What follows belongs to an exercise in optimizing a design on an open flow for small area, a short achievable clock period and few clock cycles per item; a production flow would make more cautious choices.
Only simulation tests tie the RTL to the original design; equivalence was not proved.
The clock input has no modelled driver; a real chip could not lean on it and would need a root buffer or a full tree.

==> flow/design.v (excerpt) <==
module tcp_segment_header_parse_check (
  input  logic        clk,
  input  logic        rst_n,
  input  logic        push,
  output logic        full,
  input  logic [7:0]  in_data_byte,
  input  logic        in_last_byte,
  input  logic [31:0] in_src_ip,
  input  logic [31:0] in_dst_ip,
  output logic        empty,
  input  logic        pop,
  output logic [2:0]  out_status,
  output logic [15:0] out_source_port,
  output logic [15:0] out_dest_port,
  output logic [31:0] out_seq_number,
  output logic [31:0] out_ack_number,
  output logic [5:0]  out_header_bytes,
  output logic [7:0]  out_flag_bits,
  output logic [15:0] out_window_size,
  output logic [15:0] out_checksum_field,
  output logic [15:0] out_urgent_pointer,
  output logic [15:0] out_data_length
);
Size: ~700 cells after synthesis, about 250 flip-flops, roughly 260 I/O pins, roughly 10,000 sq um of cells after synthesis.
==> module tcp_segment_header_parse_check, before the edit <==
module tcp_segment_header_parse_check (
  input  logic        clk,
  input  logic        rst_n,
  input  logic        push,
  output logic        full,
  input  logic [7:0]  in_data_byte,
  input  logic        in_last_byte,
  input  logic [31:0] in_src_ip,
  input  logic [31:0] in_dst_ip,
  output logic        empty,
  input  logic        pop,
  output logic [2:0]  out_status,
  output logic [15:0] out_source_port,
  output logic [15:0] out_dest_port,
  output logic [31:0] out_seq_number,
  output logic [31:0] out_ack_number,
  output logic [5:0]  out_header_bytes,
  output logic [7:0]  out_flag_bits,
  output logic [15:0] out_window_size,
  output logic [15:0] out_checksum_field,
  output logic [15:0] out_urgent_pointer,
  output logic [15:0] out_data_length
);
  logic         full_r, calc_r, fill_r, zap_r, empty_r;
  logic         recv, show;
  logic         take;
  logic [16:0]  count_r;
  logic         past20_r;
  logic         long_r;
  logic [159:0] hdr_r;         
  logic [15:0]  acc_a_r, acc_b_r;    
  logic [15:0]  ip_c_r, ip_d_r;      
  logic [2:0]   status_r;
  logic [5:0]   hbytes;
  assign recv   = !full_r;
  assign show   = !empty_r;
  assign take   = push && recv;
  assign hbytes = {hdr_r[63:60], 2'b00};
  logic [7:0] hdr_in;
  logic       hdr_wr;
  assign hdr_wr = !show && !past20_r;
  assign hdr_in = recv ? in_data_byte : 8'h00;
  for (genvar i = 0; i < 20; i++) begin : g_hdr
    always_ff @(posedge clk) begin
      if (hdr_wr && count_r == 17'(i)) hdr_r[159-8*i -: 8] <= hdr_in;
    end
  end
  logic        at19;
  logic        go_fill;
  logic        long_now;
  logic        pre_ok;
  assign at19    = !past20_r && (count_r == 17'd19);
  assign go_fill = !past20_r && (count_r < 17'd19);
  assign long_now = long_r || (past20_r && !count_r[16] && (&count_r[15:6]) &&
                               ({1'b0, count_r[5:2]} + {1'b0, hbytes[5:2]} >= 5'd16));
  always_ff @(posedge clk) begin
    if (!rst_n || (show && pop)) begin
      count_r  <= '0;
      past20_r <= 1'b0;
      long_r   <= 1'b0;
    end else begin
      long_r <= long_now;
      if (take && at19) begin
        count_r  <= 17'd20 - {11'd0, hbytes};
        past20_r <= 1'b1;
      end else if (take || ((calc_r || fill_r) && go_fill)) begin
        count_r <= count_r + 17'd1;
      end else if (((calc_r || fill_r) && !pre_ok) || zap_r) begin
        count_r <= '0;
      end
    end
  end
  logic        even;
  logic [15:0] w;
  logic [15:0] acc_s, acc_m;
  assign even = !count_r[0];
  assign w[15:8] = (take && even) ? in_data_byte : 8'h00;
  assign w[7:0]  = (take && !even) ? in_data_byte
                                   : {6'b0, take && even && !in_last_byte, take && even && in_last_byte};
  assign acc_s = acc_a_r ^ acc_b_r ^ w;
  assign acc_m = (acc_a_r & acc_b_r) | (acc_a_r & w) | (acc_b_r & w);
  always_ff @(posedge clk) begin
    if (!rst_n || show) begin
      acc_a_r <= 16'd6;
      acc_b_r <= 16'd0;
    end else begin
      acc_a_r <= acc_s;
      acc_b_r <= {acc_m[14:0], acc_m[15]};
    end
  end
  logic [15:0] p_s, p_m, p_s2, p_m2;
  assign p_s  = in_src_ip[31:16] ^ in_src_ip[15:0] ^ in_dst_ip[31:16];
  assign p_m  = (in_src_ip[31:16] & in_src_ip[15:0]) | (in_src_ip[31:16] & in_dst_ip[31:16]) |
                (in_src_ip[15:0] & in_dst_ip[31:16]);
  assign p_s2 = p_s ^ {p_m[14:0], p_m[15]} ^ in_dst_ip[15:0];
  assign p_m2 = (p_s & {p_m[14:0], p_m[15]}) | (p_s & in_dst_ip[15:0]) |
                ({p_m[14:0], p_m[15]} & in_dst_ip[15:0]);
  always_ff @(posedge clk) begin
    ip_c_r <= p_s2;
    ip_d_r <= {p_m2[14:0], p_m2[15]};
  end
  logic [15:0] f_s, f_m, f_x, f_y, f_s2, f_m2;
  logic        sum_ok;
  assign f_s  = acc_a_r ^ acc_b_r ^ ip_c_r;
  assign f_m  = (acc_a_r & acc_b_r) | (acc_a_r & ip_c_r) | (acc_b_r & ip_c_r);
  assign f_s2 = f_s ^ {f_m[14:0], f_m[15]} ^ ip_d_r;
  assign f_m2 = (f_s & {f_m[14:0], f_m[15]}) | (f_s & ip_d_r) | ({f_m[14:0], f_m[15]} & ip_d_r);
  assign f_x  = f_s2;
  assign f_y  = {f_m2[14:0], f_m2[15]};
  assign sum_ok = (&(f_x ^ f_y)) || ((f_x == f_y) && ((&f_x) || !(|f_x)));
  logic [2:0] status_nxt;
  logic       bad_off;
  assign bad_off = (hbytes < 6'd20) || (count_r[16] && !long_now);
  always_comb begin
    if (!past20_r)    status_nxt = 3'd1;
    else if (bad_off) status_nxt = 3'd2;
    else if (long_now) status_nxt = 3'd3;
    else if (!sum_ok) status_nxt = 3'd4;
    else              status_nxt = 3'd0;
  end
  assign pre_ok = past20_r && !bad_off && !long_now;
  always_ff @(posedge clk) begin
    if (calc_r) status_r <= status_nxt;
  end
  logic calc_nxt, fill_nxt, zap_nxt, show_nxt;
  assign calc_nxt = take && in_last_byte;
  assign fill_nxt = (calc_r || fill_r) && go_fill;
  assign zap_nxt  = calc_r && pre_ok && !sum_ok;
  assign show_nxt = ((calc_r || fill_r) && !go_fill && !zap_nxt) || zap_r || (show && !pop);
  always_ff @(posedge clk) begin
    if (!rst_n) begin
      full_r  <= 1'b0;
      calc_r  <= 1'b0;
      fill_r  <= 1'b0;
      zap_r   <= 1'b0;
      empty_r <= 1'b1;
    end else begin
      full_r  <= calc_nxt || fill_nxt || zap_nxt || show_nxt;
      calc_r  <= calc_nxt;
      fill_r  <= fill_nxt;
      zap_r   <= zap_nxt;
      empty_r <= !show_nxt;
    end
  end
  assign full  = full_r;
  assign empty = empty_r;
  assign out_status         = status_r;
  assign out_source_port    = hdr_r[159 -: 16];
  assign out_dest_port      = hdr_r[143 -: 16];
  assign out_seq_number     = hdr_r[127 -: 32];
  assign out_ack_number     = hdr_r[95 -: 32];
  assign out_header_bytes   = hbytes;
  assign out_flag_bits      = hdr_r[55 -: 8];
  assign out_window_size    = hdr_r[47 -: 16];
  assign out_checksum_field = hdr_r[31 -: 16];
  assign out_urgent_pointer = hdr_r[15 -: 16];
  assign out_data_length    = count_r[15:0];
endmodule
export LEC_CHECK = 0
export CAP_MARGIN = 20
export CORE_MARGIN = 2
export CORE_UTILIZATION = 60
export SLEW_MARGIN = 20
create_clock -name core_clock -period 11.0 [get_ports {clk}]
standard.sh (not shown) runs the stock make flow with config.mk's settings and CLKGATE_MAP_FILE= SYNTH_SCRIPT=/design/flow/synth_recipe.tcl, a recipe that flattens the netlist after the stock synthesis.
==> flow/flow/run.sh <==
#!/bin/bash
# Layout flow: the standard flow (standard.sh: ORFS synthesis to final layout), with
#  - one buf_1 on every input and output port instead of ORFS's default port buffer;
#  - clock tree synthesis without dummy loads, clkbuf_8 leaf buffers in clusters of up to 16
#    sinks, and the H-tree's middle buffer level removed after CTS (flatten_clock.tcl), so
#    every register's clock passes through the root buffer and one leaf buffer;
#  - the resizer's setup repair asked for extra slack (SETUP_SLACK_MARGIN), so that it also
#    works on paths that already meet the 11 ns constraint. The SDC itself is unchanged.
# make's output goes to standard.log here; ORFS keeps each step's full log under orfs/logs.
here=$(pwd)
export BUFFER_PORTS_ARGS="-buffer_cell sky130_fd_sc_hd__buf_1"
export CTS_ARGS="-sink_clustering_enable -repair_clock_nets -dont_use_dummy_load -sink_clustering_size 16 -sink_clustering_max_diameter 50 -buf_list sky130_fd_sc_hd__clkbuf_8 -root_buf sky130_fd_sc_hd__clkbuf_16"
export POST_CTS_TCL="$here/flow/flatten_clock.tcl"
export SETUP_SLACK_MARGIN=7.7
bash standard.sh > standard.log 2>&1
==> flow/flow/flatten_clock.tcl <==
# Drop the H-tree's middle level of clock buffers, so the root buffer drives the leaf
# buffers directly: every register's clock still passes through exactly two buffers.
set block [ord::get_db_block]
set removed 0
foreach inst [$block getInsts] {
  set name [$inst getName]
  if { ![string match "clkbuf_1_*" $name] } { continue }
  set in_net [[$inst findITerm A] getNet]
  set out_net [[$inst findITerm X] getNet]
  foreach it [$out_net getITerms] {
    if { [$it getInst] != $inst } {
      $it disconnect
      $it connect $in_net
    }
  }
  odb::dbInst_destroy $inst
  odb::dbNet_destroy $out_net
  incr removed
}
puts "flatten_clock: removed $removed middle clock buffers"
estimate_parasitics -placement
Testbench counts at the start, summed over its fixed seeds: cycles 60,017, bytes 58,469.
==> next run, changes <==
--- a/flow/design.v
+++ b/flow/design.v
@@ -44,5 +44,5 @@
   for (genvar i = 0; i < 20; i++) begin : g_hdr
     always_ff @(posedge clk) begin
-      if (hdr_wr && count_r == 17'(i)) hdr_r[159-8*i -: 8] <= hdr_in;
+      if (hdr_wr && count_r[4:0] == 5'(i)) hdr_r[159-8*i -: 8] <= hdr_in;
     end
   end
@@ -51,23 +51,27 @@
   logic        long_now;
   logic        pre_ok;
-  assign at19    = !past20_r && (count_r == 17'd19);
-  assign go_fill = !past20_r && (count_r < 17'd19);
+  assign at19    = !past20_r && (count_r[4:0] == 5'd19);
+  assign go_fill = !past20_r && (count_r[4:0] < 5'd19);
   assign long_now = long_r || (past20_r && !count_r[16] && (&count_r[15:6]) &&
                                ({1'b0, count_r[5:2]} + {1'b0, hbytes[5:2]} >= 5'd16));
+  logic [16:0] count_step, count_idle;
+  assign count_step = at19 ? (17'd20 - {11'd0, hbytes}) : (count_r + 17'd1);
+  always_comb begin
+    if (show && pop)                                      count_idle = '0;
+    else if ((calc_r || fill_r) && go_fill)               count_idle = count_r + 17'd1;
+    else if (((calc_r || fill_r) && !pre_ok) || zap_r)    count_idle = '0;
+    else                                                  count_idle = count_r;
+  end
+  always_ff @(posedge clk) begin
+    if (!rst_n) count_r <= '0;
+    else        count_r <= take ? count_step : count_idle;
+  end
   always_ff @(posedge clk) begin
     if (!rst_n || (show && pop)) begin
-      count_r  <= '0;
       past20_r <= 1'b0;
       long_r   <= 1'b0;
     end else begin
       long_r <= long_now;
-      if (take && at19) begin
-        count_r  <= 17'd20 - {11'd0, hbytes};
-        past20_r <= 1'b1;
-      end else if (take || ((calc_r || fill_r) && go_fill)) begin
-        count_r <= count_r + 17'd1;
-      end else if (((calc_r || fill_r) && !pre_ok) || zap_r) begin
-        count_r <= '0;
-      end
+      if (take && at19) past20_r <= 1'b1;
     end
   end
First-iteration DRC count goes down by 21%; global-route usage drops by 0.96 points; non-clock buffer count grows by 6; synthesized cell count fell by 2.6%; cell area decreases by 1.2%; hold slack is better by 0.0062 ns; setup slack gains 0.087 ns; cell count is lower by 0.85%.
Testbench counts after the change, summed over its fixed seeds: cycles 60,017, bytes 58,469.

==> what the ideal ports hide <==
How much do the figures lean on ideal ports? The routed layouts below were timed once more, with nothing changed but the port constraints. Step 1 sets driving cells, clkbuf_16 on the clock port and buf_2 on the other inputs (assumed; they add their load-dependent delay and slew). Step 2 also shifts input and output timing later by t, the mid clock arrival at the registers, as if the neighbouring blocks saw the same clock. Slacks: ideal / step 1 / step 2; pairs: ideal / step 1.
run	t, ns	slack for setup (ns)	worst setup path after step 2	slew at the worst register clock pin (ns)	worst data-port slew with drivers (ns)
the first run	0.452	7.652 / 7.634 / 7.182	input to register	0.10 / 0.10	0.06
the second run	0.460	7.739 / 7.730 / 7.278	input to register	0.10 / 0.10	0.06
After both steps setup and hold are still met in every run listed. For the first run, which loses most, drivers alone change the setup slack by -0.018 ns; drivers and shift together by -0.470 ns.
